Context: an optimization exercise on an open-source flow, tuned for small area and a short achievable clock period. The choices shown serve that exercise and are no tape-out recipe.
RTL that was checked went through simulation tests only; none was proved equivalent to the original.
Only the layout flow was run in run 2; the RTL was not checked for function there.

==> flow/design.v, too long to show whole: its modules and the start of the top module <==
// module fpu_pfx_add: 39 lines
// module fpu_lzc32: 32 lines
// module fpu_special_case: 59 lines
// module fpu_add_far: 81 lines
// module fpu_add_near: 65 lines
// module fpu_adder: 82 lines
// module fpu_multiplier: 56 lines
// module fpu_mul_tree: 484 lines
// module fpu_top: 97 lines
module fpu_top (
	input  logic             clk,
	input  logic             i_rst_n,
	input  logic [1:0]       i_op,
	input  logic [31:0]      i_a,
	input  logic [31:0]      i_b,
	output logic [31:0]      o_result
);
  // ...
==> flow/flow/run.sh <==
#!/bin/bash
set -euo pipefail
ARGS=("SETUP_SLACK_MARGIN=6" "BUFFER_PORTS_ARGS=-buffer_cell sky130_fd_sc_hd__buf_2")
bash standard.sh "${ARGS[@]}" synth > flow_synth.log 2>&1
R=orfs/results/${FLOW_PLATFORM:-sky130hd}/fpu_top/base
cp "$R/1_2_yosys.v" "$R/1_2_yosys_std.v"
python3 flow/fixfa2.py "$R/1_2_yosys_std.v" "$R/1_2_yosys.v" > flow_fixfa.log 2>&1
touch "$R/1_2_yosys.v"
bash standard.sh "${ARGS[@]}" finish > flow_make.log 2>&1
==> flow/flow/fixfa2.py <==
#!/usr/bin/env python3
"""Remove inverters around full adders in a Yosys gate netlist.

A full adder is self-dual: FA(~a, ~b, ~c) = (~sum, ~cout). Yosys's adder extraction
leaves inverters between many sky130 fa cells; choosing for each fa cell whether it
works on true or complemented signals can make most of them unnecessary. This picks
those choices by local search to minimise the number of inverters, then rewrites the
netlist: the function at every port and register is unchanged.

usage: fixfa2.py in.v out.v
"""
import random
import re
import sys
from collections import defaultdict

INV = "sky130_fd_sc_hd__inv_2"
OUTS = {"X", "Y", "SUM", "COUT", "Q", "Q_N", "HI", "LO"}
FA_IN = ("A", "B", "CIN")
FA_OUT = ("SUM", "COUT")

src = open(sys.argv[1]).read()
m = re.search(r"\n\s*module\s+(\S+)\s*\(", src)
head_end = src.index(";", m.end()) + 1
end = src.rindex("endmodule")
body = src[head_end:end]

cell_re = re.compile(r"\n(\s*)((?:\(\*[^\n]*\*\)\s*)*)(sky130_fd_sc_hd__\w+)\s+(\S+)\s*\((.*?)\);", re.S)
pin_re = re.compile(r"\.(\w+)\(\s*(.*?)\s*\)\s*(?:,|$)", re.S)

cells = {}
pieces = []
pos = 0
for cm in cell_re.finditer(body):
    pieces.append(body[pos:cm.start()])
    pos = cm.end()
    typ, name, pins = cm.group(3), cm.group(4), cm.group(5)
    cells[name] = [typ, dict((p, n.strip()) for p, n in pin_re.findall(pins))]
pieces.append(body[pos:])
rest_text = "".join(pieces)

is_inv = lambda n: cells[n][0].startswith("sky130_fd_sc_hd__inv_")
is_fa = lambda n: cells[n][0].startswith("sky130_fd_sc_hd__fa_")

# nets referenced outside cell instances: ports and assigns keep their function
ports = set()
for d in re.findall(r"\b(?:input|output|inout)\b[^;]*;", src):
    ports.update(re.findall(r"\\?[A-Za-z_][\w$\[\]]*", d.split(None, 1)[1] if False else d))
ext_text = re.sub(r"\bwire\b[^;]*;", "", rest_text)
ext = set(re.findall(r"\\\S+|[A-Za-z_][\w$]*(?:\[\d+\])?", ext_text))
for d in re.findall(r"\b(?:input|output|inout)\s+(?:\[[^\]]*\]\s*)?(\S+?)\s*;", src):
    ext.add(d)


def expand(net):
    return net


drv = {}
for name, (typ, pm) in cells.items():
    for p, n in pm.items():
        if p in OUTS:
            drv[n] = (name, p)


def base(net):
    par = 0
    seen = 0
    while net in drv and is_inv(drv[net][0]) and seen < 50:
        net = cells[drv[net][0]][1]["A"]
        par ^= 1
        seen += 1
    return net, par


def ext_used(net):
    b = net.split("[")[0]
    return net in ext or b in ext


# consumers of each root: (cell, pin, parity); inverters only count through their loads
cons = defaultdict(list)
fixed_roots = set()
for name, (typ, pm) in cells.items():
    if is_inv(name):
        continue
    for p, n in pm.items():
        if p in OUTS:
            continue
        r, par = base(n)
        cons[r].append((name, p, par))
# nets used outside cells: their chain must stay as it is
for name, (typ, pm) in cells.items():
    if is_inv(name):
        y = pm["Y"]
        if ext_used(y):
            r, par = base(y)
            fixed_roots.add(r)
for n in list(drv):
    if ext_used(n):
        fixed_roots.add(base(n)[0])

fa_names = [n for n in cells if is_fa(n)]
ha_names = [n for n in cells if cells[n][0] == "sky130_fd_sc_hd__ha_1"]
flip = dict((n, 0) for n in fa_names + ha_names)
free = set(ha_names)
for n in fa_names:
    pm = cells[n][1]
    if all(pm[p] not in fixed_roots for p in FA_OUT):
        free.add(n)


HA_IN = ("A", "B")


def in_pins(c):
    return FA_IN if is_fa(c) else HA_IN


def root_phys(r):
    d = drv.get(r)
    if d and d[0] in flip and is_fa(d[0]) and d[1] in FA_OUT:
        return flip[d[0]]
    return 0


def root_cost(r):
    if r in fixed_roots:
        return 0
    ph = root_phys(r)
    for (c, p, par) in cons[r]:
        need = par ^ (flip[c] if (c in flip and p in in_pins(c)) else 0)
        if need != ph:
            return 1
    return 0


fa_roots = {}
for n in fa_names:
    pm = cells[n][1]
    rs = set(pm[p] for p in FA_OUT)
    rs.update(base(pm[p])[0] for p in FA_IN)
    fa_roots[n] = rs
for n in ha_names:
    pm = cells[n][1]
    fa_roots[n] = set(base(pm[p])[0] for p in HA_IN)

roots = set(cons) | set(drv)
cost = sum(root_cost(r) for r in roots if r not in fixed_roots)
before = cost


def delta(n):
    rs = fa_roots[n]
    b = sum(root_cost(r) for r in rs)
    flip[n] ^= 1
    a = sum(root_cost(r) for r in rs)
    flip[n] ^= 1
    return a - b


rng = random.Random(1)
order = sorted(free)
for it in range(60):
    rng.shuffle(order)
    improved = False
    for n in order:
        d = delta(n)
        if d < 0 or (d == 0 and rng.random() < 0.3 and it < 40):
            flip[n] ^= 1
            cost += d
            if d < 0:
                improved = True
    if not improved and it >= 40:
        break
cost = sum(root_cost(r) for r in roots if r not in fixed_roots)

# rebuild: drop every inverter that is not on a fixed chain, then add one per root that
# needs its complement
keep_inv = set()
for name in cells:
    if is_inv(name):
        r, par = base(cells[name][1]["Y"])
        if r in fixed_roots:
            keep_inv.add(name)
new_cells = {}
for name, (typ, pm) in cells.items():
    if is_inv(name) and name not in keep_inv:
        continue
    new_cells[name] = [typ, dict(pm)]

new_wires = []
compl = {}


def complement_of(r):
    if r not in compl:
        w = f"_fixfa_n{len(compl)}_"
        new_wires.append(w)
        new_cells[f"_fixfa_inv{len(compl)}_"] = [INV, {"A": r, "Y": w}]
        compl[r] = w
    return compl[r]


for name, (typ, pm) in list(new_cells.items()):
    if name in keep_inv or name.startswith("_fixfa_inv"):
        continue
    for p, n in list(pm.items()):
        if p in OUTS:
            continue
        r, par = base(n)
        if r in fixed_roots:
            continue
        need = par ^ (flip[name] if (name in flip and p in in_pins(name)) else 0)
        pm[p] = r if need == root_phys(r) else complement_of(r)

# a flipped half adder takes complemented inputs: sum = xor, carry = nor
for name in ha_names:
    if flip[name] and name in new_cells:
        typ, pm = new_cells.pop(name)
        new_cells[name + "_x"] = ["sky130_fd_sc_hd__xor2_1", {"A": pm["A"], "B": pm["B"], "X": pm["SUM"]}]
        new_cells[name + "_c"] = ["sky130_fd_sc_hd__nor2_1", {"A": pm["A"], "B": pm["B"], "Y": pm["COUT"]}]

out = [src[:head_end], "\n"]
out += [f"  wire {w};\n" for w in new_wires]
out.append(rest_text.rstrip() + "\n")
for name, (typ, pm) in new_cells.items():
    pins = ",\n".join(f"    .{p}({n}{' ' if n.startswith(chr(92)) else ''})" for p, n in pm.items())
    out.append(f"  {typ} {name} (\n{pins}\n  );\n")
out.append(src[end:])
open(sys.argv[2], "w").write("".join(out))
ninv0 = sum(1 for n in cells if is_inv(n))
ninv1 = sum(1 for n in new_cells if new_cells[n][0].startswith("sky130_fd_sc_hd__inv_"))
print(f"fixfa2: {sum(flip[n] for n in fa_names)} of {len(fa_names)} full adders and "
      f"{sum(flip[n] for n in ha_names)} of {len(ha_names)} half adders flipped; "
      f"inverters {ninv0} -> {ninv1}", file=sys.stderr)
==> flow/standard.sh <==
#!/bin/bash
# synth_recipe.tcl (not shown) runs the flow's synth.tcl, then flattens the netlist and writes it again
# the make line also repeats each setting of config.mk as NAME=value (left out here)
make -C /OpenROAD-flow-scripts/flow DESIGN_CONFIG=/design/flow/config.mk WORK_HOME=/design/flow/orfs CLKGATE_MAP_FILE= SYNTH_SCRIPT=/design/flow/synth_recipe.tcl "${@:-finish}"
==> flow/config.mk <==
export PLATFORM = sky130hd
export DESIGN_NAME = fpu_top
export DESIGN_NICKNAME = fpu_top
export VERILOG_FILES = /design/flow/design.v
export SDC_FILE = /design/flow/constraint.sdc
export NUM_CORES = 4
export LEC_CHECK = 0
export ABC_AREA = 1
export CAP_MARGIN = 20
export CORE_MARGIN = 2
export CORE_UTILIZATION = 40
export SLEW_MARGIN = 20
==> flow/constraint.sdc <==
create_clock -name core_clock -period 17.0 [get_ports {clk}]
set_input_delay 3.4000 -clock core_clock [delete_from_list [all_inputs] [get_ports {clk}]]
set_output_delay 3.4000 -clock core_clock [all_outputs]
set_load 0.01 [all_outputs]
==> flow_metrics.py, run 1 <==
metrics = {
    "sta": {
        "final_worst_setup_slack_ps": 6240,
        "finalMaxSlewViolations": 0,
        "min_period_ps": 10760,
    },
    "routing": {
        "wl_met3_mm": 18.9,
        "num_vias": 35416,
        "viasPerCell": 6.16,
        "final_antenna_net_count": 0,
        "wirelength_mm": 143,
    },
    "outcome": {
        "status": "timing/DRC/antenna clean",
    },
    "synth": {
        "yosysWarnings": 32,
        "synth.net_count": 5300,
    },
    "finish": {
        "nNonClkInverters": 517,
        "fin_util_pct": 44.8,
        "count_of_clock_net_buffers_in_the_final_layout": 5,
        "largest_register_ffs": 32,
        "layout-area-overhead-vs-synth_pct": 11.1,
        "nMultiInputCombCells": 3999,
        "layout_cell_area_excl_fill_um2": 33200,
    },
    "setup_path": {
        "critPathLaunch": "i_a[14]",
    },
    "die": {
        "die_w_um": 277,
        "rows": 100,
        "taps": 969,
    },
    "clock_tree": {
        "post_cts.resized_instances": 150,
        "clock_tree.root_cell": "clkbuf_16",
        "hold_buffers": 0,
        "cts.reportedPaths.clkPinSlew_ps": 70,
    },
    "run": {
        "cap_viol_max_count": 0,
    },
    "worst_hold_path": {
        "min-delay-path-class": "input port to async pin",
    },
    "place": {
        "placed_cell_area_um2": 30900,
        "place_ws_ps": 3150,
        "dp_cells": 5656,
    },
    "global_route": {
        "grt_use_met2_pct": 52.1,
        "grt_antenna_before_repair": 4,
    },
}
==> module fpu_multiplier, before the edit <==
module fpu_multiplier (
	input  fpu_pkg::float_t i_a,
	input  fpu_pkg::float_t i_b,
	output logic [47:0]     o_raw,
	output logic [5:0]      o_shift,
	input  logic [47:23]    i_norm,
	output fpu_pkg::float_t o_product
);
	logic [23:0] a_mant;
	logic [23:0] b_mant;
	logic [4:0]  a_lz;
	logic [4:0]  b_lz;
	logic [5:0]  shift;
	logic [47:0] row0;
	logic [47:0] row1;
	logic [47:0] product;
	logic [47:23] norm;
	logic [7:0]  exp_base;
	assign a_mant = {|i_a.f.exp, i_a.f.frac};
	assign b_mant = {|i_b.f.exp, i_b.f.frac};
	fpu_lzc32 u_lza (.i_v({a_mant, 8'hff}), .o_cnt(a_lz));
	fpu_lzc32 u_lzb (.i_v({b_mant, 8'hff}), .o_cnt(b_lz));
	assign shift = {1'b0, a_lz} + {1'b0, b_lz};
	fpu_mul_tree u_tree (
		.i_a    (a_mant),
		.i_b    (b_mant),
		.o_row0 (row0),
		.o_row1 (row1)
	);
	logic prod_co;
	fpu_pfx_add #(.W(48)) u_cpa (
		.i_a   (row0),
		.i_b   (row1),
		.i_ci  (1'b0),
		.o_sum (product),
		.o_co  (prod_co)
	);
	assign o_raw   = product;
	assign o_shift = shift;
	assign norm    = i_norm;
	assign exp_base = (i_a.f.exp | {7'b0, ~|i_a.f.exp}) + (i_b.f.exp | {7'b0, ~|i_b.f.exp})
	                  - 8'(127) - {2'b0, shift};
	logic [7:0] exp_p1;
	logic       e_co;
	fpu_pfx_add #(.W(8)) u_ep1 (.i_a(exp_base), .i_b(8'h00), .i_ci(1'b1), .o_sum(exp_p1), .o_co(e_co));
	always_comb begin
		o_product.f.sign = i_a.f.sign ^ i_b.f.sign;
		if (norm[47]) begin
			o_product.f.exp  = exp_p1;
			o_product.f.frac = norm[46:24];
		end else begin
			o_product.f.exp  = exp_base;
			o_product.f.frac = norm[45:23];
		end
	end
endmodule
==> module fpu_top, before the edit <==
module fpu_top (
	input  logic             clk,
	input  logic             i_rst_n,
	input  logic [1:0]       i_op,
	input  logic [31:0]      i_a,
	input  logic [31:0]      i_b,
	output logic [31:0]      o_result
);
	fpu_pkg::float_t a_w;
	fpu_pkg::float_t b_w;
	logic   is_sub;
	logic   is_mul;
	logic   is_rsv;
	fpu_pkg::float_t eff_b;
	logic   sel_a;
	logic   sel_b;
	logic   sel_zero;
	logic   sel_inf;
	logic   sel_arith;
	fpu_pkg::float_t near_sum;
	fpu_pkg::float_t far_sum;
	logic   near;
	fpu_pkg::float_t product;
	logic   sel_near;
	logic   sel_far;
	logic   sel_prod;
	logic   sign_x;
	logic [31:0] early;
	logic [31:0] next_result;
	logic [25:0] near_raw;
	logic [4:0]  near_lz;
	logic [47:0] prod_raw;
	logic [5:0]  prod_shift;
	logic [47:0] sh_in;
	logic [5:0]  sh_amt;
	logic [47:0] sh_out;
	assign a_w.word = i_a;
	assign b_w.word = i_b;
	assign is_sub = (i_op == fpu_pkg::op_sub);
	assign is_mul = (i_op == fpu_pkg::op_mul);
	assign is_rsv = (i_op == fpu_pkg::op_rsv);
	always_comb begin
		eff_b        = b_w;
		eff_b.f.sign = b_w.f.sign ^ is_sub;
	end
	fpu_special_case u_special (
		.i_a        (a_w),
		.i_b        (eff_b),
		.i_is_mul   (is_mul),
		.i_is_rsv   (is_rsv),
		.o_sel_a    (sel_a),
		.o_sel_b    (sel_b),
		.o_sel_zero (sel_zero),
		.o_sel_inf  (sel_inf),
		.o_sel_arith(sel_arith)
	);
	fpu_adder u_adder (
		.i_a        (a_w),
		.i_b        (eff_b),
		.o_near_raw (near_raw),
		.o_near_lz  (near_lz),
		.i_near_norm(sh_out[46:24]),
		.o_near     (near),
		.o_near_sum (near_sum),
		.o_far_sum  (far_sum)
	);
	fpu_multiplier u_mult (
		.i_a       (a_w),
		.i_b       (b_w),
		.o_raw     (prod_raw),
		.o_shift   (prod_shift),
		.i_norm    (sh_out[47:23]),
		.o_product (product)
	);
	assign sh_in  = is_mul ? prod_raw : {near_raw, 22'b0};
	assign sh_amt = is_mul ? prod_shift : {1'b0, near_lz};
	assign sh_out = sh_in << sh_amt;
	assign sign_x   = i_a[31] ^ i_b[31];
	assign sel_prod = sel_arith & is_mul;
	assign sel_near = sel_arith & ~is_mul & near;
	assign sel_far  = sel_arith & ~is_mul & ~near;
	assign early[31]    = (i_a[31] & sel_a) | (eff_b.f.sign & sel_b) | (sign_x & (sel_zero | sel_inf));
	assign early[30:23] = (i_a[30:23] & {8{sel_a}}) | (i_b[30:23] & {8{sel_b}}) | {8{sel_inf | is_rsv}};
	assign early[22]    = (i_a[22] & sel_a) | (i_b[22] & sel_b) | is_rsv;
	assign early[21:0]  = (i_a[21:0] & {22{sel_a}}) | (i_b[21:0] & {22{sel_b}});
	assign next_result = early
	                   | (near_sum.word & {32{sel_near}})
	                   | (far_sum.word & {32{sel_far}})
	                   | (product.word & {32{sel_prod}});
	always_ff @(posedge clk or negedge i_rst_n) begin
		if (!i_rst_n) begin
			o_result <= '0;
		end else begin
			o_result <= next_result;
		end
	end
endmodule
==> run 2: changes to the inputs <==
--- a/flow/design.v
+++ b/flow/design.v
@@ -379,7 +379,9 @@
 	output logic [47:0]     o_raw,
 	output logic [5:0]      o_shift,
 	input  logic [47:23]    i_norm,
-	output fpu_pkg::float_t o_product
+	output logic            o_top,
+	output logic [31:0]     o_product_hi,
+	output logic [31:0]     o_product_lo
 );
 	logic [23:0] a_mant;
 	logic [23:0] b_mant;
@@ -418,16 +420,9 @@
 	logic [7:0] exp_p1;
 	logic       e_co;
 	fpu_pfx_add #(.W(8)) u_ep1 (.i_a(exp_base), .i_b(8'h00), .i_ci(1'b1), .o_sum(exp_p1), .o_co(e_co));
-	always_comb begin
-		o_product.f.sign = i_a.f.sign ^ i_b.f.sign;
-		if (norm[47]) begin
-			o_product.f.exp  = exp_p1;
-			o_product.f.frac = norm[46:24];
-		end else begin
-			o_product.f.exp  = exp_base;
-			o_product.f.frac = norm[45:23];
-		end
-	end
+	assign o_top = norm[47];
+	assign o_product_hi = {i_a.f.sign ^ i_b.f.sign, exp_p1, norm[46:24]};
+	assign o_product_lo = {i_a.f.sign ^ i_b.f.sign, exp_base, norm[45:23]};
 endmodule
 module fpu_mul_tree (
 	input  logic [23:0] i_a,
@@ -935,7 +930,9 @@
 	fpu_pkg::float_t near_sum;
 	fpu_pkg::float_t far_sum;
 	logic   near;
-	fpu_pkg::float_t product;
+	logic   prod_top;
+	logic [31:0] product_hi;
+	logic [31:0] product_lo;
 	logic   sel_near;
 	logic   sel_far;
 	logic   sel_prod;
@@ -985,7 +982,9 @@
 		.o_raw     (prod_raw),
 		.o_shift   (prod_shift),
 		.i_norm    (sh_out[47:23]),
-		.o_product (product)
+		.o_top        (prod_top),
+		.o_product_hi (product_hi),
+		.o_product_lo (product_lo)
 	);
 	assign sh_in  = is_mul ? prod_raw : {near_raw, 22'b0};
 	assign sh_amt = is_mul ? prod_shift : {1'b0, near_lz};
@@ -1001,7 +1000,8 @@
 	assign next_result = early
 	                   | (near_sum.word & {32{sel_near}})
 	                   | (far_sum.word & {32{sel_far}})
-	                   | (product.word & {32{sel_prod}});
+	                   | (product_hi & {32{sel_prod & prod_top}})
+	                   | (product_lo & {32{sel_prod & ~prod_top}});
 	always_ff @(posedge clk or negedge i_rst_n) begin
 		if (!i_rst_n) begin
 			o_result <= '0;
==> run 2 against run 1 <==
Effect of this change: synthesized cell count fell by 0.29%; clock-buffer cell count did not move; worst setup slack improved by 47 ps; utilization rose by 0.32 points; cell area rose by 0.55%; hold slack got worse by 47 ps; fmax rose by 0.43%; global-route usage fell by 0.16 points; largest cell class unchanged; cell count rose by 0.40%; first-iteration DRC count fell by 12%.
==> flow_metrics.py, run 2 <==
metrics = {
    "finish": {
        "top_register": "o_result",
        "final-seq-area_um2": 801,
        "layout-area-overhead-vs-synth_pct": 12.2,
        "layout_common_cells": "1032 x nand2_1, 499 x nand3_1, 494 x inv_2",
        "fin_util_pct": 45.1,
        "largest_register_ffs": 32,
        "top_regs": "o_result (32)",
        "layout-drive-gt1-share_pct": 20.8,
        "fill_cells": 7958,
        "layout_commonest_cell": "nand2_1",
        "nNetsFinal": 5272,
        "multiInputGateArea_um2": 26900,
    },
    "setup_path": {
        "worstPathMaxFanout": 17,
        "cp-start-kind": "input port",
        "critPathLaunch": "i_b[24]",
        "arr_time_crit_path_ps": 10880,
        "critPathRequiredTime_ps": 17160,
        "cp_slowest_cell": "fa_2",
        "slowest_delay_ps": 630,
        "timing.setup.critical_path_class": "input port to register",
        "worst_setup_path_end_kind": "register",
    },
    "die": {
        "die_h_um": 277,
        "die_area_um2": 76600,
        "rows": 100,
        "placeableCoreArea_um2": 74100,
        "die_w_um": 277,
        "initial_core_util_pct": 40.2,
        "pin_count": 100,
    },
    "clock_tree": {
        "tritoncts_clock_tree": "built",
        "numCtsBuffers": 5,
        "cts.sinks": 32,
        "h_tree_levels": 2,
        "cts.reportedPaths.clkPinSlew_ps": 60,
        "cts-root-to-sink-buffers": 2,
        "clock_tree.root_cell": "clkbuf_16",
    },
    "run": {
        "cap_viol_max_count": 0,
    },
    "sta": {
        "timing.fmax_mhz": 93.3,
        "timing_worst_slew_pin_value_ps": 902,
        "min_period_ps": 10720,
        "finalHoldViolCount": 0,
        "slew-limit-headroom_pct": 39.6,
        "grt_setup_unrepaired": "false",
        "timing.setup.tns_ps": 0,
        "finalMaxSlewViolations": 0,
        "finalSetupViolCount": 0,
        "final_min_period_over_clock_period_pct": 63.0,
    },
    "routing": {
        "first_iter_violations": 4495,
        "post-route-drc-count": 0,
        "route.detailed.wl_per_inst_um": 24.7,
        "drt_pre_antenna_iters": 7,
        "final_antenna_net_count": 0,
        "wirelength_mm": 143,
        "num_vias": 35528,
        "viasPerCell": 6.15,
    },
    "worst_hold_path": {
        "min-delay-path-class": "input port to async pin",
    },
    "synth": {
        "syn_area_per_cell_um2": 6.18,
        "synth_cells": 4817,
        "syn-cell-area_um2": 29800,
        "synth.net_count": 5289,
        "yosysWarnings": 31,
    },
    "global_route": {
        "grt_max_degree": 62,
        "track_usage_pct": 35.2,
        "grt_pass1_wl_mm": 207,
        "grt_overflow_total": 0,
        "number_of_global_route_vias_before_repair": 32575,
        "grt_antenna_before_repair": 4,
    },
    "place": {
        "gp_congestion": 1.02,
        "io_buffers": 99,
        "place.detailed.hpwl_mm": 102,
    },
    "outcome": {
        "status": "timing/DRC/antenna clean",
    },
}
## run 2: cell type report
class | count | area share (%)
Inverter | 544 | 6.50
Timing Repair Buffer | 246 | 6.53
Clock inverter | 3 | 0.127
Tap cell | 969 | 3.63
Clock buffer | 5 | 0.374
Multi-Input combinational cell | 3971 | 80.4
Antenna cell | 3 | 0.0225
Sequential cell | 32 | 2.40
## run 2: routing by layer
layer / vias up / wire length (um) / GRT usage (%)
li1: 16042 / - / -
met1: 16666 / 58900 / 49.0
met2: 2399 / 58400 / 51.2
met3: 417 / 18400 / 9.03
met4: 4 / 7080 / 14.9
met5: - / 30 / 0
## run 2: per-stage QoR
| stage | setup WS [ps] | instances | area, um^2 | hold WS [ps] |
|---|---|---|---|---|
| 2_1_floorplan | 6050 | 4817 | 29800 | 3100 |
| 3_3_place_gp | 2910 | 5676 | 30900 | 3530 |
| 3_5_place_dp | 3430 | 5676 | 30900 | 3520 |
| 4_1_cts | 5990 | 5706 | 31900 | 3220 |
| 5_1_grt | 5900 | 5771 | 33400 | 3260 |
| 6_report | 6280 | 5773 | 33400 | 3190 |
## run 2: worst paths after layout
path                       slack [ps]            to
min in group core_clock          3630  o_result[29]
max in group asynchronous       13300   o_result[0]
max                              6280  o_result[29]
min                              3190  o_result[28]
## run 2: worst max-delay path: cells and delay by family
family                   cells  cell delay [ps]
buffers and inverters        8              990
adder cells (fa/ha/maj)      5             2560
AND/OR/NAND/NOR             20             2740
AO/OA/AOI/OAI                4              720
XOR/XNOR                     2              400
## run 2: what timing repair did
| item | CTS | global route |
|---|---|---|
| gates cloned | 8 | 13 |
| buffers inserted | 14 | 51 |
| endpoints found under the setup margin | 32 | 31 |
| hold buffers | 0 | 0 |
| gates resized for setup | 127 | 238 |
| pin swaps | 7 | 42 |
| endpoints found under the hold margin | 0 | 0 |
==> module fpu_add_far, before the edit <==
module fpu_add_far (
	input  logic            i_sign,
	input  logic [7:0]      i_exp,
	input  logic [23:0]     i_big_mant,
	input  logic [23:0]     i_small_mant,
	input  logic [7:0]      i_diff,
	input  logic            i_sub,
	output fpu_pkg::float_t o_sum
);
	logic [25:0] shifted;
	logic        sticky;
	logic [23:0] low_mask;
	logic [26:0] small_ext;
	logic [27:0] raw;
	logic [23:0] mant;
	logic        guard;
	logic        rest;
	logic        inc;
	logic [24:0] rounded;
	logic [7:0]  exp_m1;
	logic [7:0]  exp_p1;
	logic [7:0]  exp_p2;
	logic [1:0]  exp_sel;
	assign shifted   = (i_diff > 8'd25) ? 26'd0 : ({i_small_mant, 2'b00} >> i_diff[4:0]);
	always_comb begin
		for (int j = 0; j < 24; j++) begin
			low_mask[j] = (i_diff >= 8'(j + 3));
		end
	end
	assign sticky    = |(i_small_mant & low_mask);
	assign small_ext = {shifted, sticky};
	logic raw_co;
	fpu_pfx_add #(.W(28)) u_add (
		.i_a   ({1'b0, i_big_mant, 3'b000}),
		.i_b   ({1'b0, small_ext} ^ {28{i_sub}}),
		.i_ci  (i_sub),
		.o_sum (raw),
		.o_co  (raw_co)
	);
	always_comb begin
		if (raw[27]) begin
			mant  = raw[27:4];
			guard = raw[3];
			rest  = |raw[2:0];
		end else if (raw[26]) begin
			mant  = raw[26:3];
			guard = raw[2];
			rest  = |raw[1:0];
		end else begin
			mant  = raw[25:2];
			guard = raw[1];
			rest  = raw[0];
		end
	end
	assign inc     = guard & (rest | mant[0]);
	logic rnd_co;
	fpu_pfx_add #(.W(25)) u_rnd (
		.i_a   ({1'b0, mant}),
		.i_b   (25'd0),
		.i_ci  (inc),
		.o_sum (rounded),
		.o_co  (rnd_co)
	);
	logic [2:0] e_co;
	fpu_pfx_add #(.W(8)) u_em1 (.i_a(i_exp), .i_b(8'hff), .i_ci(1'b0), .o_sum(exp_m1), .o_co(e_co[0]));
	fpu_pfx_add #(.W(8)) u_ep1 (.i_a(i_exp), .i_b(8'h00), .i_ci(1'b1), .o_sum(exp_p1), .o_co(e_co[1]));
	fpu_pfx_add #(.W(8)) u_ep2 (.i_a(i_exp), .i_b(8'h01), .i_ci(1'b1), .o_sum(exp_p2), .o_co(e_co[2]));
	assign exp_sel = raw[27] ? 2'd2 : (raw[26] ? 2'd1 : 2'd0);
	always_comb begin
		case ({exp_sel, rounded[24]})
			3'b000:  o_sum.f.exp = exp_m1;
			3'b001:  o_sum.f.exp = i_exp;
			3'b010:  o_sum.f.exp = i_exp;
			3'b011:  o_sum.f.exp = exp_p1;
			3'b100:  o_sum.f.exp = exp_p1;
			default: o_sum.f.exp = exp_p2;
		endcase
	end
	assign o_sum.f.sign = i_sign;
	assign o_sum.f.frac = rounded[22:0];
endmodule
==> module fpu_adder, before the edit <==
module fpu_adder (
	input  fpu_pkg::float_t i_a,
	input  fpu_pkg::float_t i_b,
	output logic [25:0]     o_near_raw,
	output logic [4:0]      o_near_lz,
	input  logic [24:2]     i_near_norm,
	output logic            o_near,
	output fpu_pkg::float_t o_near_sum,
	output fpu_pkg::float_t o_far_sum
);
	logic        a_big;
	logic [7:0]  a_exp;
	logic [7:0]  b_exp;
	logic [23:0] a_mant;
	logic [23:0] b_mant;
	logic [8:0]  d_ab;
	logic [8:0]  d_ba;
	logic        a_ge;
	logic [7:0]  diff;
	logic        eff_sub;
	logic        near;
	fpu_pkg::float_t far_sum;
	fpu_pkg::float_t near_sum;
	assign a_exp  = i_a.f.exp | {7'b0, ~|i_a.f.exp};
	assign b_exp  = i_b.f.exp | {7'b0, ~|i_b.f.exp};
	assign a_mant = {|i_a.f.exp, i_a.f.frac};
	assign b_mant = {|i_b.f.exp, i_b.f.frac};
	logic [30:0] cmp_sum;
	fpu_pfx_add #(.W(31)) u_cmp (
		.i_a   (i_a.word[30:0]),
		.i_b   (~i_b.word[30:0]),
		.i_ci  (1'b1),
		.o_sum (cmp_sum),
		.o_co  (a_big)
	);
	logic co_dab;
	logic co_dba;
	fpu_pfx_add #(.W(9)) u_dab (
		.i_a   ({1'b0, a_exp}),
		.i_b   ({1'b1, ~b_exp}),
		.i_ci  (1'b1),
		.o_sum (d_ab),
		.o_co  (co_dab)
	);
	fpu_pfx_add #(.W(9)) u_dba (
		.i_a   ({1'b0, b_exp}),
		.i_b   ({1'b1, ~a_exp}),
		.i_ci  (1'b1),
		.o_sum (d_ba),
		.o_co  (co_dba)
	);
	assign a_ge = ~d_ab[8];
	assign diff = a_ge ? d_ab[7:0] : d_ba[7:0];
	assign eff_sub = i_a.f.sign ^ i_b.f.sign;
	assign near = (diff[7:1] == 7'd0) & (eff_sub | ~(a_mant[23] | b_mant[23]));
	fpu_add_far u_far (
		.i_sign       (a_ge ? i_a.f.sign : i_b.f.sign),
		.i_exp        (a_ge ? a_exp : b_exp),
		.i_big_mant   (a_ge ? a_mant : b_mant),
		.i_small_mant (a_ge ? b_mant : a_mant),
		.i_diff       (diff),
		.i_sub        (eff_sub),
		.o_sum        (far_sum)
	);
	fpu_add_near u_near (
		.i_a_sign (i_a.f.sign),
		.i_b_sign (i_b.f.sign),
		.i_a_exp  (a_exp),
		.i_b_exp  (b_exp),
		.i_a_mant (a_mant),
		.i_b_mant (b_mant),
		.i_a_big  (a_big),
		.i_sub    (eff_sub),
		.o_raw    (o_near_raw),
		.o_lz     (o_near_lz),
		.i_norm   (i_near_norm),
		.o_sum    (near_sum)
	);
	assign o_near     = near;
	assign o_near_sum = near_sum;
	assign o_far_sum  = far_sum;
endmodule
==> run 3: changes to the inputs <==
--- a/flow/design.v
+++ b/flow/design.v
@@ -152,6 +152,8 @@
 	input  logic [23:0]     i_small_mant,
 	input  logic [7:0]      i_diff,
 	input  logic            i_sub,
+	output logic [27:0]     o_raw,
+	output logic [7:0]      o_exp_p1,
 	output fpu_pkg::float_t o_sum
 );
 	logic [25:0] shifted;
@@ -223,78 +225,15 @@
 			default: o_sum.f.exp = exp_p2;
 		endcase
 	end
+	assign o_raw        = raw;
+	assign o_exp_p1     = exp_p1;
 	assign o_sum.f.sign = i_sign;
 	assign o_sum.f.frac = rounded[22:0];
 endmodule
-module fpu_add_near (
-	input  logic            i_a_sign,
-	input  logic            i_b_sign,
-	input  logic [7:0]      i_a_exp,
-	input  logic [7:0]      i_b_exp,
-	input  logic [23:0]     i_a_mant,
-	input  logic [23:0]     i_b_mant,
-	input  logic            i_a_big,
-	input  logic            i_sub,
-	output logic [25:0]     o_raw,
-	output logic [4:0]      o_lz,
-	input  logic [24:2]     i_norm,
-	output fpu_pkg::float_t o_sum
-);
-	logic        d1;
-	logic [23:0] big_mant;
-	logic [23:0] small_mant;
-	logic [25:0] small_sh;
-	logic [25:0] raw;
-	logic        raw_co;
-	logic [7:0]  a_exp_p1;
-	logic [7:0]  b_exp_p1;
-	logic [7:0]  big_exp_p1;
-	logic [2:0]  e_co;
-	logic [7:0]  exp_n;
-	logic [4:0]  lz;
-	logic [24:2] norm;
-	logic [22:0] frac_r;
-	logic        fr_co;
-	assign d1         = i_a_exp[0] ^ i_b_exp[0];
-	assign big_mant   = i_a_big ? i_a_mant : i_b_mant;
-	assign small_mant = i_a_big ? i_b_mant : i_a_mant;
-	assign small_sh   = d1 ? {2'b00, small_mant} : {1'b0, small_mant, 1'b0};
-	fpu_pfx_add #(.W(26)) u_sub (
-		.i_a   ({1'b0, big_mant, 1'b0}),
-		.i_b   (small_sh ^ {26{i_sub}}),
-		.i_ci  (i_sub),
-		.o_sum (raw),
-		.o_co  (raw_co)
-	);
-	fpu_pfx_add #(.W(8)) u_ap1 (.i_a(i_a_exp), .i_b(8'h00), .i_ci(1'b1), .o_sum(a_exp_p1), .o_co(e_co[0]));
-	fpu_pfx_add #(.W(8)) u_bp1 (.i_a(i_b_exp), .i_b(8'h00), .i_ci(1'b1), .o_sum(b_exp_p1), .o_co(e_co[1]));
-	assign big_exp_p1 = i_a_big ? a_exp_p1 : b_exp_p1;
-	fpu_lzc32 u_lzc (.i_v({raw, 6'b0}), .o_cnt(lz));
-	assign o_raw = raw;
-	assign o_lz  = lz;
-	assign norm  = i_norm;
-	fpu_pfx_add #(.W(8)) u_exp (.i_a(big_exp_p1), .i_b({3'b111, ~lz}), .i_ci(1'b1), .o_sum(exp_n), .o_co(e_co[2]));
-	fpu_pfx_add #(.W(23)) u_rnd (
-		.i_a   (raw[23:1]),
-		.i_b   (23'd0),
-		.i_ci  (raw[0] & raw[1]),
-		.o_sum (frac_r),
-		.o_co  (fr_co)
-	);
-	always_comb begin
-		if (raw == '0) begin
-			o_sum.word = '0;
-		end else begin
-			o_sum.f.sign = i_a_big ? i_a_sign : i_b_sign;
-			o_sum.f.exp  = exp_n;
-			o_sum.f.frac = (raw[25:24] == 2'b01) ? frac_r : norm[24:2];
-		end
-	end
-endmodule
 module fpu_adder (
 	input  fpu_pkg::float_t i_a,
 	input  fpu_pkg::float_t i_b,
-	output logic [25:0]     o_near_raw,
+	output logic [27:0]     o_near_raw,
 	output logic [4:0]      o_near_lz,
 	input  logic [24:2]     i_near_norm,
 	output logic            o_near,
@@ -308,7 +247,13 @@
 	logic [23:0] b_mant;
 	logic [8:0]  d_ab;
 	logic [8:0]  d_ba;
-	logic        a_ge;
+	logic        big_sign;
+	logic [7:0]  big_exp;
+	logic [7:0]  big_exp_p1;
+	logic [27:0] raw;
+	logic [4:0]  lz;
+	logic [7:0]  exp_n;
+	logic        e_co;
 	logic [7:0]  diff;
 	logic        eff_sub;
 	logic        near;
@@ -342,33 +287,35 @@
 		.o_sum (d_ba),
 		.o_co  (co_dba)
 	);
-	assign a_ge = ~d_ab[8];
-	assign diff = a_ge ? d_ab[7:0] : d_ba[7:0];
+	assign diff = a_big ? d_ab[7:0] : d_ba[7:0];
 	assign eff_sub = i_a.f.sign ^ i_b.f.sign;
-	assign near = (diff[7:1] == 7'd0) & (eff_sub | ~(a_mant[23] | b_mant[23]));
 	fpu_add_far u_far (
-		.i_sign       (a_ge ? i_a.f.sign : i_b.f.sign),
-		.i_exp        (a_ge ? a_exp : b_exp),
-		.i_big_mant   (a_ge ? a_mant : b_mant),
-		.i_small_mant (a_ge ? b_mant : a_mant),
+		.i_sign       (big_sign),
+		.i_exp        (big_exp),
+		.i_big_mant   (a_big ? a_mant : b_mant),
+		.i_small_mant (a_big ? b_mant : a_mant),
 		.i_diff       (diff),
 		.i_sub        (eff_sub),
+		.o_raw        (raw),
+		.o_exp_p1     (big_exp_p1),
 		.o_sum        (far_sum)
 	);
-	fpu_add_near u_near (
-		.i_a_sign (i_a.f.sign),
-		.i_b_sign (i_b.f.sign),
-		.i_a_exp  (a_exp),
-		.i_b_exp  (b_exp),
-		.i_a_mant (a_mant),
-		.i_b_mant (b_mant),
-		.i_a_big  (a_big),
-		.i_sub    (eff_sub),
-		.o_raw    (o_near_raw),
-		.o_lz     (o_near_lz),
-		.i_norm   (i_near_norm),
-		.o_sum    (near_sum)
-	);
+	assign big_sign = a_big ? i_a.f.sign : i_b.f.sign;
+	assign big_exp  = a_big ? a_exp : b_exp;
+	assign near = ~|raw[27:25];
+	fpu_lzc32 u_lzc (.i_v({raw, 4'b0}), .o_cnt(lz));
+	fpu_pfx_add #(.W(8)) u_exp (.i_a(big_exp_p1), .i_b({3'b111, ~lz}), .i_ci(1'b1), .o_sum(exp_n), .o_co(e_co));
+	always_comb begin
+		if (raw == '0) begin
+			near_sum.word = '0;
+		end else begin
+			near_sum.f.sign = big_sign;
+			near_sum.f.exp  = exp_n;
+			near_sum.f.frac = i_near_norm;
+		end
+	end
+	assign o_near_raw = raw;
+	assign o_near_lz  = lz;
 	assign o_near     = near;
 	assign o_near_sum = near_sum;
 	assign o_far_sum  = far_sum;
@@ -379,9 +326,7 @@
 	output logic [47:0]     o_raw,
 	output logic [5:0]      o_shift,
 	input  logic [47:23]    i_norm,
-	output logic            o_top,
-	output logic [31:0]     o_product_hi,
-	output logic [31:0]     o_product_lo
+	output fpu_pkg::float_t o_product
 );
 	logic [23:0] a_mant;
 	logic [23:0] b_mant;
@@ -420,9 +365,16 @@
 	logic [7:0] exp_p1;
 	logic       e_co;
 	fpu_pfx_add #(.W(8)) u_ep1 (.i_a(exp_base), .i_b(8'h00), .i_ci(1'b1), .o_sum(exp_p1), .o_co(e_co));
-	assign o_top = norm[47];
-	assign o_product_hi = {i_a.f.sign ^ i_b.f.sign, exp_p1, norm[46:24]};
-	assign o_product_lo = {i_a.f.sign ^ i_b.f.sign, exp_base, norm[45:23]};
+	always_comb begin
+		o_product.f.sign = i_a.f.sign ^ i_b.f.sign;
+		if (norm[47]) begin
+			o_product.f.exp  = exp_p1;
+			o_product.f.frac = norm[46:24];
+		end else begin
+			o_product.f.exp  = exp_base;
+			o_product.f.frac = norm[45:23];
+		end
+	end
 endmodule
 module fpu_mul_tree (
 	input  logic [23:0] i_a,
@@ -930,16 +882,14 @@
 	fpu_pkg::float_t near_sum;
 	fpu_pkg::float_t far_sum;
 	logic   near;
-	logic   prod_top;
-	logic [31:0] product_hi;
-	logic [31:0] product_lo;
+	fpu_pkg::float_t product;
 	logic   sel_near;
 	logic   sel_far;
 	logic   sel_prod;
 	logic   sign_x;
 	logic [31:0] early;
 	logic [31:0] next_result;
-	logic [25:0] near_raw;
+	logic [27:0] near_raw;
 	logic [4:0]  near_lz;
 	logic [47:0] prod_raw;
 	logic [5:0]  prod_shift;
@@ -982,11 +932,9 @@
 		.o_raw     (prod_raw),
 		.o_shift   (prod_shift),
 		.i_norm    (sh_out[47:23]),
-		.o_top        (prod_top),
-		.o_product_hi (product_hi),
-		.o_product_lo (product_lo)
+		.o_product (product)
 	);
-	assign sh_in  = is_mul ? prod_raw : {near_raw, 22'b0};
+	assign sh_in  = is_mul ? prod_raw : {near_raw, 20'b0};
 	assign sh_amt = is_mul ? prod_shift : {1'b0, near_lz};
 	assign sh_out = sh_in << sh_amt;
 	assign sign_x   = i_a[31] ^ i_b[31];
@@ -1000,8 +948,7 @@
 	assign next_result = early
 	                   | (near_sum.word & {32{sel_near}})
 	                   | (far_sum.word & {32{sel_far}})
-	                   | (product_hi & {32{sel_prod & prod_top}})
-	                   | (product_lo & {32{sel_prod & ~prod_top}});
+	                   | (product.word & {32{sel_prod}});
 	always_ff @(posedge clk or negedge i_rst_n) begin
 		if (!i_rst_n) begin
 			o_result <= '0;
==> run 3 against run 2 <==
Effect of this change: still clean on timing, DRC and antenna; utilization is 2.2 points higher; fmax is 0.64% lower; global-route usage is 0.11 points higher; hold slack better by 2.9 ps; cell count is 5.6% lower; synthesized cell count is 7.7% lower; routed wire length is 6.3% lower; sequential share of layout area is 0.069 points higher; largest cell class unchanged.
==> flow_metrics.py, run 3 <==
metrics = {
    "outcome": {
        "status": "timing/DRC/antenna clean",
    },
    "routing": {
        "first_iter_violations": 4836,
        "viasPerCell": 6.16,
        "drt_pre_antenna_iters": 9,
        "wirelength_mm": 134,
        "route.detailed.wl_per_inst_um": 24.5,
        "num_vias": 33574,
        "final_antenna_net_count": 0,
        "post-route-drc-count": 0,
    },
    "synth": {
        "yosysWarnings": 26,
        "synth.net_count": 4894,
        "synth_cells": 4448,
        "syn-cell-area_um2": 27800,
        "syn_area_per_cell_um2": 6.26,
    },
    "sta": {
        "slew-limit-headroom_pct": 20.1,
        "timing.setup.tns_ps": 0,
        "min_period_ps": 10790,
        "finalMaxSlewViolations": 0,
        "finalHoldViolCount": 0,
        "final_worst_setup_slack_ps": 6210,
        "worst_hold_slack_ps": 3190,
        "finalSetupViolCount": 0,
        "timing_worst_slew_pin_value_ps": 1190,
        "final_min_period_over_clock_period_pct": 63.4,
        "timing.fmax_mhz": 92.7,
        "grt_setup_unrepaired": "true",
    },
    "die": {
        "die_area_um2": 71700,
        "die_w_um": 268,
        "initial_core_util_pct": 40.5,
        "placeableCoreArea_um2": 68700,
        "pin_count": 100,
        "rows": 96,
        "die_h_um": 268,
    },
    "setup_path": {
        "critPathMostFrequentCell": "nand2_1",
        "worst_setup_path_end_kind": "register",
        "arr_time_crit_path_ps": 11000,
        "worstPathMaxFanout": 22,
        "slowest_delay_ps": 370,
        "timing.setup.critical_path_class": "input port to register",
        "cp-start-kind": "input port",
        "cp_slowest_cell": "ha_1",
        "critPathRequiredTime_ps": 17210,
    },
    "finish": {
        "top_regs": "o_result (32)",
        "layout-drive-gt1-share_pct": 24.2,
        "layout_commonest_cell": "nand2_1",
        "nNetsFinal": 4963,
        "antenna_cells_inserted": 0,
        "layout_common_cells": "896 x nand2_1, 558 x nand3_1, 446 x inv_2",
        "final-instance-count-excl-fill": 5449,
        "fill_cells": 7257,
        "layout-area-overhead-vs-synth_pct": 16.7,
        "largest_register_ffs": 32,
        "top_register": "o_result",
    },
    "global_route": {
        "grt_max_degree": 56,
        "fraction_of_met3_tracks_used_by_global_routing_pct": 8.31,
        "grt_overflow_total": 0,
        "grt_use_met2_pct": 51.5,
        "track_usage_pct": 35.3,
        "top_usage_layer": "met2",
        "number_of_global_route_vias_before_repair": 30402,
        "grt_pass1_wl_mm": 192,
        "met1_usage_pct": 49.9,
        "grt_antenna_before_repair": 1,
    },
    "clock_tree": {
        "cts.reportedPaths.clkPinSlew_ps": 60,
        "cts.sinks": 32,
        "numCtsBuffers": 5,
        "clock_tree.root_cell": "clkbuf_16",
        "tritoncts_clock_tree": "built",
        "cts-root-to-sink-buffers": 2,
        "h_tree_levels": 2,
    },
    "place": {
        "dp_cells": 5270,
        "gp_congestion": 0.998,
        "io_buffers": 99,
        "place_ws_ps": 2140,
        "place.detailed.hpwl_mm": 94.2,
    },
    "worst_hold_path": {
        "min-delay-path-class": "input port to async pin",
    },
    "run": {
        "cap_viol_max_count": 0,
    },
}
[run 3: path summary, 6_finish.rpt]
kind,from,end,depth (start not counted)
worst max-delay path,i_b[8],o_result[17],57
worst min-delay path,i_rst_n,o_result[19],1
min in group core_clock,i_a[31],o_result[31],3
max in group asynchronous,i_rst_n,o_result[31],1
[run 3: final cells by class]
| cell class | instances | area (um^2) | area share [%] |
|---|---|---|---|
| Timing Repair inverter | 4 | 37.5 | 0.116 |
| Multi-Input combinational cell | 3675 | 25600 | 78.9 |
| Clock inverter | 3 | 42.5 | 0.131 |
| Timing Repair Buffer | 298 | 2650 | 8.14 |
| Sequential cell | 32 | 801 | 2.47 |
| Tap cell | 931 | 1160 | 3.59 |
| Clock buffer | 5 | 125 | 0.385 |
| Inverter | 501 | 2050 | 6.31 |
[run 3: metal layers]
| layer | up-vias | wire length (um) |
|---|---|---|
| met5 | - | 13 |
| met4 | 2 | 7010 |
| met3 | 430 | 16800 |
| met2 | 2370 | 55300 |
| met1 | 15779 | 54600 |
| li1 | 14993 | - |
[run 3: what timing repair did]
item,in CTS,in global routing
resized for setup,150,306
pin swaps,24,63
setup buffers,39,92
setup endpoints to repair,32,32
cloned,16,23
hold buffers,0,0
[run 3: through the flow]
stage	util [%]	area, um^2
after floorplan	-	27800
after global placement	41.9	28800
after detailed placement	41.9	28800
after CTS	43.8	30100
after global routing	47.3	32500
final	47.3	32500
[run 3: critical path, delay by kind of cell]
family | cells | cell delay (ps)
simple gates | 28 | 2910
buf+inv | 12 | 1660
xor+xnor | 1 | 150
compound gates | 14 | 2160
fa+ha+maj | 2 | 690
==> run 4: changes to the inputs <==
--- a/flow/flow/run.sh
+++ b/flow/flow/run.sh
@@ -1,6 +1,6 @@
 #!/bin/bash
 set -euo pipefail
-ARGS=("SETUP_SLACK_MARGIN=6" "BUFFER_PORTS_ARGS=-buffer_cell sky130_fd_sc_hd__buf_2")
+ARGS=("SETUP_SLACK_MARGIN=5.25" "BUFFER_PORTS_ARGS=-buffer_cell sky130_fd_sc_hd__buf_2")
 bash standard.sh "${ARGS[@]}" synth > flow_synth.log 2>&1
 R=orfs/results/${FLOW_PLATFORM:-sky130hd}/fpu_top/base
 cp "$R/1_2_yosys.v" "$R/1_2_yosys_std.v"
==> run 4 against run 3 <==
Effect of this change: clock-buffer cell count stayed put; area after synthesis stayed put; sequential share of layout area is 0.18 points higher; hold slack worse by 7.4 ps; critical path depth is 10 lower; worst setup slack worse by 620 ps; critical endpoint is now o_result[15]; largest cell class unchanged.
==> flow_metrics.py, run 4 <==
metrics = {
    "setup_path": {
        "critPathMostFrequentCell": "nand2_1",
        "worstPathMaxFanout": 14,
        "critPathRequiredTime_ps": 17160,
        "arr_time_crit_path_ps": 11570,
        "cp_slowest_cell": "o221ai_1",
        "slowest_delay_ps": 390,
        "worst_setup_path_end_kind": "register",
        "timing.setup.critical_path_class": "input port to register",
        "crit_family": "simple AND/OR/NAND/NOR gates",
        "critical_path.n_buffers_inverters": 7,
        "cp-start-kind": "input port",
    },
    "sta": {
        "min_period_ps": 11400,
        "timing_worst_slew_pin_value_ps": 1180,
        "finalSetupViolCount": 0,
        "timing.fmax_mhz": 87.7,
        "slew-limit-headroom_pct": 21.1,
        "grt_setup_unrepaired": "false",
        "finalHoldViolCount": 0,
        "final_min_period_over_clock_period_pct": 67.1,
        "timing.setup.tns_ps": 0,
        "finalMaxSlewViolations": 0,
    },
    "routing": {
        "wl_met3_mm": 16.3,
        "first_iter_violations": 4768,
        "drt_pre_antenna_iters": 8,
        "wl_met1_mm": 53.8,
        "met2WireLength_mm": 53.5,
        "viasPerCell": 6.11,
        "route.detailed.wl_per_inst_um": 24.2,
        "final_antenna_net_count": 0,
        "post-route-drc-count": 0,
        "routed.top_layer": "met4",
        "wirelength_mm": 129,
        "num_vias": 32589,
    },
    "finish": {
        "layout-area-overhead-vs-synth_pct": 8.72,
        "layout_commonest_cell": "nand2_1",
        "fin_util_pct": 44.0,
        "antenna_cells_inserted": 0,
        "nNetsFinal": 4850,
        "layout_common_cells": "930 x nand2_1, 593 x nand3_1, 464 x inv_2",
        "largest_register_ffs": 32,
        "layout-drive-gt1-share_pct": 19.1,
        "top_regs": "o_result (32)",
        "top_register": "o_result",
    },
    "global_route": {
        "track_usage_pct": 34.7,
        "grt_pass1_wl_mm": 190,
        "grt_overflow_total": 0,
        "grt_antenna_before_repair": 1,
        "grt_max_degree": 56,
        "number_of_global_route_vias_before_repair": 29996,
    },
    "die": {
        "rows": 96,
        "die_h_um": 268,
        "pin_count": 100,
        "die_area_um2": 71700,
        "die_w_um": 268,
        "initial_core_util_pct": 40.5,
        "placeableCoreArea_um2": 68700,
    },
    "clock_tree": {
        "numCtsBuffers": 5,
        "tritoncts_clock_tree": "built",
        "hold_buffers": 0,
        "cts-root-to-sink-buffers": 2,
        "h_tree_levels": 2,
        "clock_tree.root_cell": "clkbuf_16",
        "cts.sinks": 32,
        "cts.reportedPaths.clkPinSlew_ps": 60,
    },
    "synth": {
        "syn-cell-area_um2": 27800,
        "synth_cells": 4448,
        "synth.net_count": 4894,
        "syn_area_per_cell_um2": 6.26,
        "yosysWarnings": 26,
    },
    "run": {
        "cap_viol_max_count": 0,
    },
    "worst_hold_path": {
        "min-delay-path-class": "input port to async pin",
    },
    "outcome": {
        "status": "timing/DRC/antenna clean",
    },
    "place": {
        "place.detailed.hpwl_mm": 94.2,
        "gp_congestion": 0.998,
        "io_buffers": 99,
    },
}
==> run 4: cell type report <==
class                           count  area, um^2
Timing Repair Buffer              199        1490
Multi-Input combinational cell   3664       24700
Fill cell                        7503       38400
Tap cell                          931        1160
Sequential cell                    32         801
Timing Repair inverter              1        8.76
Inverter                          501        1960
Clock buffer                        5         125
Clock inverter                      3        42.5
==> run 4: repair_timing <==
action / 4_1_cts / 5_1_grt
gates cloned: 7 / 9
resized for setup: 80 / 104
pin swaps: 6 / 27
setup buffers: 6 / 36
setup endpoints to repair: 32 / 32
==> run 4: path summary, 6_finish.rpt <==
check	from	end	cells past startpoint
setup / recovery	i_a[28]	o_result[15]	47
hold / removal	i_rst_n	o_result[19]	1
max in group asynchronous	i_rst_n	o_result[31]	1
min in group core_clock	i_a[31]	o_result[31]	3
==> run 4: metrics by stage <==
step	cells	hold WS, ps	instance area [um^2]	setup slack, ps
after floorplan	4448	3100	27800	6060
after global placement	5270	3500	28800	2320
after detailed placement	5270	3500	28800	2140
after CTS	5291	3200	29400	5260
after global routing	5336	3260	30300	5200
final	5336	3180	30300	5600
==> run 4: per-layer routing <==
metal | vias up | track usage, %
li1 | 14740 | -
met1 | 15270 | 49.7
met2 | 2253 | 51.4
met3 | 326 | 7.61
met4 | 0 | 11.9
met5 | - | 0
==> run 5: changes to the inputs <==
--- a/flow/flow/run.sh
+++ b/flow/flow/run.sh
@@ -1,6 +1,6 @@
 #!/bin/bash
 set -euo pipefail
-ARGS=("SETUP_SLACK_MARGIN=5.25" "BUFFER_PORTS_ARGS=-buffer_cell sky130_fd_sc_hd__buf_2")
+ARGS=("SETUP_SLACK_MARGIN=5.5" "BUFFER_PORTS_ARGS=-buffer_cell sky130_fd_sc_hd__buf_2")
 bash standard.sh "${ARGS[@]}" synth > flow_synth.log 2>&1
 R=orfs/results/${FLOW_PLATFORM:-sky130hd}/fpu_top/base
 cp "$R/1_2_yosys.v" "$R/1_2_yosys_std.v"
==> run 5 against run 4 <==
Effect of this change: critical path depth up 3; global-route usage rose by 0.096 points; sequential share of layout area barely moved; clock-buffer cell count unchanged; worst setup slack gained 240 ps; cell count is 0.58% higher; die area unchanged; synthesized cell count unchanged; routed wire length increased by 0.93%; critical path type unchanged; highest routed layer unchanged.
==> flow_metrics.py, run 5 <==
metrics = {
    "sta": {
        "finalMaxSlewViolations": 0,
        "final_min_period_over_clock_period_pct": 65.7,
        "finalHoldViolCount": 0,
        "timing_worst_slew_pin_value_ps": 1180,
        "grt_setup_unrepaired": "true",
        "slew-limit-headroom_pct": 21.3,
        "timing.fmax_mhz": 89.6,
        "min_period_ps": 11160,
        "finalSetupViolCount": 0,
        "timing.setup.tns_ps": 0,
    },
    "die": {
        "die_w_um": 268,
        "pin_count": 100,
        "die_area_um2": 71700,
        "die_h_um": 268,
        "placeableCoreArea_um2": 68700,
        "rows": 96,
        "initial_core_util_pct": 40.5,
    },
    "routing": {
        "drt_pre_antenna_iters": 6,
        "post-route-drc-count": 0,
        "final_antenna_net_count": 0,
        "route.detailed.wl_per_inst_um": 24.3,
        "wirelength_mm": 130,
        "viasPerCell": 6.09,
        "first_iter_violations": 4828,
        "num_vias": 32659,
    },
    "setup_path": {
        "worst_setup_path_end_kind": "register",
        "critPathLaunch": "i_a[28]",
        "critPathRequiredTime_ps": 17150,
        "timing.setup.critical_path_class": "input port to register",
        "slowest_delay_ps": 580,
        "cp-start-kind": "input port",
        "worstPathMaxFanout": 28,
        "cp_slowest_cell": "or4_1",
        "critPathMostFrequentCell": "nand3_1",
        "arr_time_crit_path_ps": 11310,
    },
    "finish": {
        "antenna_cells_inserted": 0,
        "top_regs": "o_result (32)",
        "layout_commonest_cell": "nand2_1",
        "layout-drive-gt1-share_pct": 20.2,
        "layout-area-overhead-vs-synth_pct": 10.2,
        "layout_common_cells": "925 x nand2_1, 590 x nand3_1, 463 x inv_2",
        "top_register": "o_result",
        "largest_register_ffs": 32,
        "nNetsFinal": 4881,
        "layout_cell_area_excl_fill_um2": 30700,
    },
    "global_route": {
        "grt_max_degree": 56,
        "track_usage_pct": 34.8,
        "grt_pass1_wl_mm": 190,
        "number_of_global_route_vias_before_repair": 30065,
        "grt_overflow_total": 0,
        "grt_antenna_before_repair": 1,
    },
    "clock_tree": {
        "cts-root-to-sink-buffers": 2,
        "numCtsBuffers": 5,
        "clock_tree.root_cell": "clkbuf_16",
        "h_tree_levels": 2,
        "cts.sinks": 32,
        "hold_buffers": 0,
        "cts.reportedPaths.clkPinSlew_ps": 60,
        "tritoncts_clock_tree": "built",
    },
    "outcome": {
        "status": "timing/DRC/antenna clean",
    },
    "place": {
        "place.detailed.hpwl_mm": 94.2,
        "io_buffers": 99,
        "gp_congestion": 0.998,
        "placed_cell_area_um2": 28800,
    },
    "synth": {
        "syn_area_per_cell_um2": 6.26,
        "syn-cell-area_um2": 27800,
        "synth.net_count": 4894,
        "synth_cells": 4448,
        "yosysWarnings": 26,
    },
    "worst_hold_path": {
        "min-delay-path-class": "input port to async pin",
    },
    "run": {
        "cap_viol_max_count": 0,
    },
}
[run 5: worst max path at each step]
stage                         endpoint  depth (start not counted)  slack (ps)
after CTS                 o_result[14]                         54        5500
final                      o_result[3]                         50        5840
after detailed placement  o_result[30]                         52        2140
after global placement    o_result[30]                         54        2320
after global routing      o_result[22]                         56        5370
after floorplan           o_result[17]                         57        6060
[run 5: timing repair]
action,4_1_cts,5_1_grt
hold endpoints to repair,0,0
gates cloned,8,14
gates resized for setup,101,120
endpoints found under the setup margin,32,32
setup buffers,10,57
pin swaps,9,39
[run 5: worst max-delay path: cells and delay by family]
| kind | cells | cell delay, ps |
|---|---|---|
| AOI/OAI and AO/OA | 2 | 450 |
| buffers and inverters | 8 | 1010 |
| and+or+nand+nor | 38 | 5780 |
| adders and majority gates | 2 | 600 |
[run 5: final cells by class]
type | count | area (um^2)
clock inverters | 3 | 42.5
well taps | 931 | 1160
flip-flops and latches | 32 | 801
multi-input cells | 3668 | 24800
inverters | 501 | 1960
repair buffers | 226 | 1740
fillers | 7451 | 38000
clock buffers | 5 | 125
repair inverters | 1 | 8.76
[run 5: layer usage]
| layer | up-vias | routed length [um] | GRT usage, % |
|---|---|---|---|
| met4 | 0 | 5850 | 12.4 |
| met2 | 2226 | 54000 | 51.3 |
| met1 | 15277 | 53800 | 49.9 |
| li1 | 14796 | - | - |
| met5 | - | 0 | 0 |
| met3 | 360 | 16600 | 7.54 |
[run 5: through the flow]
step	setup slack, ps	hold slack, ps	instances	utilization (%)
after CTS	5500	3200	5296	43.0
after detailed placement	2140	3500	5270	41.9
after global routing	5370	3250	5367	44.7
after floorplan	6060	3100	4448	-
after global placement	2320	3500	5270	41.9
final	5840	3190	5367	44.7
==> run 6: changes to the inputs <==
--- a/flow/design.v
+++ b/flow/design.v
@@ -247,6 +247,7 @@
 	logic [23:0] b_mant;
 	logic [8:0]  d_ab;
 	logic [8:0]  d_ba;
+	logic        a_ge;
 	logic        big_sign;
 	logic [7:0]  big_exp;
 	logic [7:0]  big_exp_p1;
@@ -287,7 +288,8 @@
 		.o_sum (d_ba),
 		.o_co  (co_dba)
 	);
-	assign diff = a_big ? d_ab[7:0] : d_ba[7:0];
+	assign a_ge = ~d_ab[8];
+	assign diff = a_ge ? d_ab[7:0] : d_ba[7:0];
 	assign eff_sub = i_a.f.sign ^ i_b.f.sign;
 	fpu_add_far u_far (
 		.i_sign       (big_sign),
@@ -301,7 +303,7 @@
 		.o_sum        (far_sum)
 	);
 	assign big_sign = a_big ? i_a.f.sign : i_b.f.sign;
-	assign big_exp  = a_big ? a_exp : b_exp;
+	assign big_exp  = a_ge ? a_exp : b_exp;
 	assign near = ~|raw[27:25];
 	fpu_lzc32 u_lzc (.i_v({raw, 4'b0}), .o_cnt(lz));
 	fpu_pfx_add #(.W(8)) u_exp (.i_a(big_exp_p1), .i_b({3'b111, ~lz}), .i_ci(1'b1), .o_sum(exp_n), .o_co(e_co));
==> run 6 against run 5 <==
Effect of this change: critical endpoint is now o_result[1]; highest routed layer is now met5; worst setup slack improved by 34 ps; global-route usage fell by 0.63 points; utilization fell by 0.82 points; sequential share of layout area rose by 0.058 points; fmax rose by 0.31%.
==> flow_metrics.py, run 6 <==
metrics = {
    "sta": {
        "slew-limit-headroom_pct": 32.4,
        "min_period_ps": 11130,
        "finalHoldViolCount": 0,
        "grt_setup_unrepaired": "false",
        "final_min_period_over_clock_period_pct": 65.5,
        "timing.setup.tns_ps": 0,
        "finalMaxSlewViolations": 0,
        "finalSetupViolCount": 0,
        "timing.fmax_mhz": 89.9,
        "final_worst_setup_slack_ps": 5870,
        "timing_worst_slew_pin_value_ps": 1000,
    },
    "place": {
        "placed_cell_area_um2": 28600,
        "place.detailed.hpwl_mm": 91.1,
        "place_ws_ps": 2190,
        "dp_cells": 5196,
        "io_buffers": 99,
        "gp_congestion": 1.00,
    },
    "synth": {
        "yosysWarnings": 26,
        "syn_area_per_cell_um2": 6.26,
        "synth.net_count": 4855,
        "syn-cell-area_um2": 27700,
        "synth_cells": 4418,
    },
    "die": {
        "placeableCoreArea_um2": 68500,
        "rows": 96,
        "die_h_um": 267,
        "pin_count": 100,
        "die_area_um2": 71300,
        "die_w_um": 267,
        "initial_core_util_pct": 40.4,
    },
    "finish": {
        "largest_register_ffs": 32,
        "layout-area-overhead-vs-synth_pct": 8.53,
        "layout-drive-gt1-share_pct": 19.0,
        "nNetsFinal": 4815,
        "layout_common_cells": "935 x nand2_1, 627 x nand3_1, 451 x inv_2",
        "final-instance-count-excl-fill": 5262,
        "layout_commonest_cell": "nand2_1",
        "multiInputGateArea_um2": 24400,
        "top_register": "o_result",
        "top_regs": "o_result (32)",
        "layout_cell_area_excl_fill_um2": 30000,
        "fill_cells": 7371,
        "final-seq-area_um2": 801,
    },
    "setup_path": {
        "critPathMostFrequentCell": "nand3_1",
        "arr_time_crit_path_ps": 11270,
        "slowest_delay_ps": 360,
        "worstPathMaxFanout": 31,
        "cp-start-kind": "input port",
        "critPathRequiredTime_ps": 17140,
        "critical_path.n_buffers_inverters": 14,
        "worst_setup_path_end_kind": "register",
        "timing.setup.critical_path_class": "input port to register",
        "cp_slowest_cell": "ha_1",
        "crit_family": "simple AND/OR/NAND/NOR gates",
    },
    "clock_tree": {
        "cts.sinks": 32,
        "cts.reportedPaths.clkPinSlew_ps": 50,
        "numCtsBuffers": 5,
        "clock_tree.root_cell": "clkbuf_16",
        "cts-root-to-sink-buffers": 2,
        "hold_buffers": 0,
        "tritoncts_clock_tree": "built",
        "h_tree_levels": 2,
    },
    "run": {
        "cap_viol_max_count": 0,
    },
    "routing": {
        "wirelength_mm": 126,
        "drt_pre_antenna_iters": 6,
        "route.detailed.wl_per_inst_um": 23.9,
        "final_antenna_net_count": 0,
        "viasPerCell": 6.09,
        "num_vias": 32043,
        "post-route-drc-count": 0,
        "first_iter_violations": 4609,
    },
    "global_route": {
        "grt_max_degree": 50,
        "grt_pass1_wl_mm": 185,
        "grt_overflow_total": 0,
        "grt_antenna_before_repair": 5,
        "track_usage_pct": 34.2,
        "number_of_global_route_vias_before_repair": 29483,
    },
    "worst_hold_path": {
        "min-delay-path-class": "input port to async pin",
    },
    "outcome": {
        "status": "timing/DRC/antenna clean",
    },
}
run 6: cell count changes in the layout (fill, tap and decap cells not counted), sizes merged, moves of 11 or more:
| cell | before | now |
|---|---|---|
| buf | 219 | 192 |
| inv | 479 | 467 |
| nand3 | 600 | 634 |
| nand4 | 46 | 35 |
| nor3 | 62 | 45 |
| o21ai | 186 | 170 |
| xor2 | 385 | 397 |
run 6: what timing repair did:
| action | CTS | global route |
|---|---|---|
| endpoints found under the setup margin | 32 | 31 |
| cloned | 5 | 9 |
| setup buffers | 13 | 29 |
| pin swaps | 9 | 20 |
| resized for setup | 59 | 112 |
| endpoints found under the hold margin | 0 | 0 |
run 6: path summary, 6_finish.rpt:
| path | startpoint | endpoint | depth (start not counted) |
|---|---|---|---|
| max | i_a[25] | o_result[1] | 55 |
| min | i_rst_n | o_result[5] | 1 |
| max in group asynchronous | i_rst_n | o_result[30] | 1 |
| min in group core_clock | i_a[31] | o_result[31] | 3 |
run 6: final cells by class:
class                           count  area share, %
Multi-Input combinational cell   3638           81.3
Inverter                          495           6.39
Timing Repair Buffer              206           5.42
Tap cell                          882           3.68
Sequential cell                    32           2.67
Clock buffer                        5          0.417
Clock inverter                      3          0.142
Antenna cell                        1        0.00834
run 6: per-stage QoR:
stage	hold slack (ps)	util, %
6_report	3180	43.8
3_5_place_dp	3490	41.8
5_1_grt	3250	43.8
3_3_place_gp	3490	41.8
2_1_floorplan	3100	-
4_1_cts	3200	42.6
run 6: per-layer routing:
layer / vias up / share of wire [%] / global-route usage [%]
met3: 368 / 13 / 8.47
met1: 14911 / 41 / 48.3
li1: 14627 / - / -
met2: 2131 / 41 / 50.1
met4: 6 / 4.6 / 12.4
met5: - / 0.029 / 0

[re-timing with driven ports]
No port has a modelled driver above. Below, the same layouts with a new extraction and two added sets of constraints. Step 1 sets driving cells, clkbuf_16 on the clock port and buf_2 on the other inputs (assumed; they add their load-dependent delay and slew). Step 2, shift: input delay + t, output delay - t, t = (earliest + latest rising clock arrival at the registers) / 2. This alone moves slack from input paths to output paths. Slacks: ideal ports / drivers / drivers and shift; pairs: ideal ports / drivers.
| run | t, ns | slack for setup (ns) | clock arrival spread, ns | pins driven straight from the clock port |
|---|---|---|---|---|
| run 1 | 0.336 | 6.237 / 6.260 / 5.924 | 0.013 / 0.012 | 1 |
| run 2 | 0.317 | 6.284 / 6.301 / 5.984 | 0.008 / 0.008 | 1 |
| run 3 | 0.307 | 6.215 / 6.218 / 5.911 | 0.004 / 0.004 | 1 |
| run 4 | 0.311 | 5.598 / 5.612 / 5.300 | 0.004 / 0.003 | 1 |
| run 5 | 0.307 | 5.839 / 5.850 / 5.543 | 0.003 / 0.003 | 1 |
| run 6 | 0.307 | 5.873 / 5.886 / 5.579 | 0.006 / 0.006 | 1 |
After both steps every run listed still meets setup and hold. The setup slack of run 1, which loses most, moves by +0.023 ns with the drivers and by -0.313 ns with both steps.
